From an optimization exercise on the open Yosys and OpenROAD flow, aimed at small area, a short achievable clock period and few clock cycles per item; shortcuts taken in it are not production practice. Function was checked by simulation only, so behaviour that the tests miss may differ from the original. Power and IR drop assume default switching activity.

Setup of build 62:
## dijkstra_top
module dijkstra_top
(
    input  logic    clk,
    input  logic    reset,
    input  logic    edge_valid,
    input  logic [4-1:0]   node_count,
    input  logic [4-1:0]   edge_src,
    input  logic [4-1:0]   edge_dst,
    input  logic [4-1:0] edge_weight,
    input  logic    edge_last,
    input  logic    dist_ready,
    output logic    edge_ready,
    output logic    dist_valid,
    output logic [4-1:0]   dist_node,
    output logic [8-1:0]   dist_value,
    output logic    dist_last
);
Size: roughly 550 flip-flops, ~36 I/O pins, roughly 31000 µm² of cells after synthesis.
make LEC_CHECK=0 CAP_MARGIN=50 CORE_MARGIN=2 CORE_UTILIZATION=28 CTS_CLUSTER_DIAMETER=100 CTS_CLUSTER_SIZE=24 SLEW_MARGIN=60 finish   # period 12.0 ns
run.sh (not shown) runs the stock make flow with config.mk's settings and CLKGATE_MAP_FILE= SYNTH_SCRIPT=/design/flow/synth_recipe.tcl, a recipe that flattens the netlist after the stock synthesis.
Build 62: all stages complete, timing, DRC and antenna checks passed
Testbench counts of build 62, summed over its fixed seeds: cycles 12,684, jobs 320.
[inputs] build 22 vs build 62
Settings: a change of CAP_MARGIN from 50 to 20; a deleted CTS_CLUSTER_DIAMETER that had been 100; a change of CORE_UTILIZATION from 28 to 40; a change of SLEW_MARGIN from 60 to 20; a deleted CTS_CLUSTER_SIZE that had been 24.
Build 22 closes out successfully: all stages finished, all timing, DRC and antenna checks passed. Build 62 reached the end of the flow, and the finished layout is clean on the timing, design-rule and antenna checks. Clock buffer and inverter area fraction after layout ended up 3.4 points higher on build 22 than on build 62. Build 22 ends up with a die height that is about 16% lower than in build 62. Looking at build 22 and build 62, the share of cell area taken by flip-flops and latches is a wash. Diff build 62 -> build 22: global-route usage moved up, cell-internal power now larger, non-clock buffer count went down 12.
The inputs of build 47 differ from those of build 22 as listed below.
Settings: setting CTS_CLUSTER_DIAMETER to 100 for the first time; changing SLEW_MARGIN from 20 to 60; changing CAP_MARGIN from 20 to 50; setting CTS_CLUSTER_SIZE to 24 for the first time.
Status | build 47 and build 22 | clean
The higher leakage power came out of build 22.
Build 22 has a lower multi-input logic area than build 47.
Cmp build 47 and build 22 / total cell area at the placement stage / lower: build 22
Per the comparison of build 47 with build 22, data arrival time of the critical path decreased 370 ps, combinational logic power went up by about 3%, global-route usage about even.
Comparing build 47 and build 22, the lower critical path depth was measured on build 22.
Row final clock period utilization by the worst path: build 47 lower / build 22 higher
Delta (build 47 minus build 22): total buffers and inverters traversed by the critical path went up 2; global routing met3 resource utilization held.
Relative to build 22, sequential fraction of design power has increased by 8.3 points in build 47.
#### Input delta (build 11 over build 47)
Settings: changing CORE_UTILIZATION from 40 to 30.
## What came out
Diff build 11..build 47 | number of enable flip-flop cells after synthesis | unchanged. Taking build 47 as the reference, in build 11 first-pass GRT wire length shows a reduction of about 3%, die area shows an increase of 33%. fa_1 as the standard cell with the maximum stage delay on the critical path was reported by build 47, and buf_4 by build 11. Count of multi-input gates: build 47 vs build 11 identical. The worst setup slack of build 11 exceeds that of build 47 by 85 ps. NOTE power after layout build 47->build 11 decreased by a few percent. Build 11 vs build 47, total placed cells including tap cells went up by about 9%. Build 11 against build 47: number of global-route vias before repair shrank by 1185; met2 wire length went down; cell area moved up; number of non-filler instances in the completed layout rose by 8.2%.

---

P:
Starting RTL as in the previous note.
make LEC_CHECK=0 CAP_MARGIN=50 CORE_MARGIN=2 CORE_UTILIZATION=30 CTS_CLUSTER_DIAMETER=100 CTS_CLUSTER_SIZE=24 SLEW_MARGIN=70 finish   # period 12.0 ns
Testbench counts of P, summed over its fixed seeds: cycles 12,684, jobs 320.
Here is what was changed in the inputs of Q compared with P.
- CORE_UTILIZATION: 30 -> 40
### Flow results
Result for P and Q: all clean
Per the comparison of Q with P, fraction of the mapped netlist area in compound gates was more or less identical, utilization picked up an extra 11 points, clock-cell share of area saw an increase, timing-limited maximum frequency shrank by 1.1%.
Delta(met1 global-route usage, Q - P) > 0
Status: highest cell delay on the worst timing path parity (P, Q)
Q — relative slew slack 1.7 points lower, P as reference
As far as sequential power is concerned, P and Q perform about the same.
On final cycle utilization of the critical path: Q sits above P.
Edits applied to the flow inputs when going from Q to R:
- CORE_UTILIZATION changed from 40 to 50
- SLEW_MARGIN changed from 70 to 60
## What came out
R ended with every stage complete and zero timing, DRC or antenna violations. When R is measured against Q, its filler cell count in the final layout turns out about 26% lower. The layout-stage area growth over the synthesis result in R was lower than what Q gave. R: register fraction of the total cell area is 0.96 points higher than what Q reported. Count of placed standard cells including taps down 228 in R wrt Q. Run comparison: Q cell type of the slowest stage on the worst timing path sky130_fd_sc_hd__fa_1; R cell type of the slowest stage on the worst timing path sky130_fd_sc_hd__a221oi_1. In the tables for Q and R, utilization reads higher with R.
Setup changes, R to S
- CORE_UTILIZATION changed from 50 to 45
- Delta (S minus R): layout overhead on the synthesized area saw little to no change, count of clock-net buffers in the final layout saw little to no change, maximum achievable frequency saw little to no change, core area saw an increase.
- As of S, wire length on met1 had fallen by a few percent compared to R.
- The power share of the clock group of S falls short of that of R by 0.7 points.
- S has more setup slack than R.
- Looking at cell at the slowest stage of the critical path, the sky130_fd_sc_hd__a221oi_1 result is from R; the sky130_fd_sc_hd__fa_1 one comes from S.
- Cmp R and S / reported clock group power / lower: S
- R and S ended up with nearly the same count of nets after finishing.

-- afterwards: timing with drivers on the ports --
In the flow no input, the clock included, has a driving cell. The finished layouts below were timed again as built, in two steps. Step 1 (the two cells are an assumption about what drives the block):
set clk [get_ports {clk}]
set_driving_cell -lib_cell sky130_fd_sc_hd__clkbuf_16 $clk
set_driving_cell -lib_cell sky130_fd_sc_hd__buf_2 [delete_from_list [all_inputs] $clk]
Step 2 moves the port delays by t, midway between the first and last clock arrival at a register: inputs arrive t later, outputs are due t later. That takes back most of the time a late clock gives input paths. Three values: ideal ports, drivers, drivers and shift; two values: the first two.
run | t, ns | setup slack, ns | clock arrival spread, ns | worst register clock-pin slew, ns | pins driven straight from the clock port
build 62 | 0.725 | 7.227 / 7.227 / 7.150 | 0.023 / 0.024 | 0.11 / 0.11 | 1
build 22 | 0.705 | 6.702 / 6.702 / 6.702 | 0.042 / 0.042 | 0.07 / 0.07 | 1
build 47 | 0.721 | 7.162 / 7.162 / 7.162 | 0.087 / 0.087 | 0.11 / 0.11 | 1
build 11 | 0.716 | 7.247 / 7.247 / 7.247 | 0.025 / 0.025 | 0.11 / 0.11 | 1
P | 0.724 | 7.299 / 7.299 / 7.299 | 0.038 / 0.037 | 0.11 / 0.11 | 1
Q | 0.721 | 7.250 / 7.250 / 7.250 | 0.079 / 0.079 | 0.11 / 0.11 | 1
R | 0.728 | 7.165 / 7.165 / 7.165 | 0.062 / 0.061 | 0.11 / 0.11 | 1
S | 0.698 | 7.175 / 7.175 / 7.175 | 0.042 / 0.043 | 0.11 / 0.11 | 1
After both steps every run listed still meets setup and hold. For build 62, which loses most, drivers alone change the setup slack by 0.000 ns; drivers and shift together by -0.077 ns.
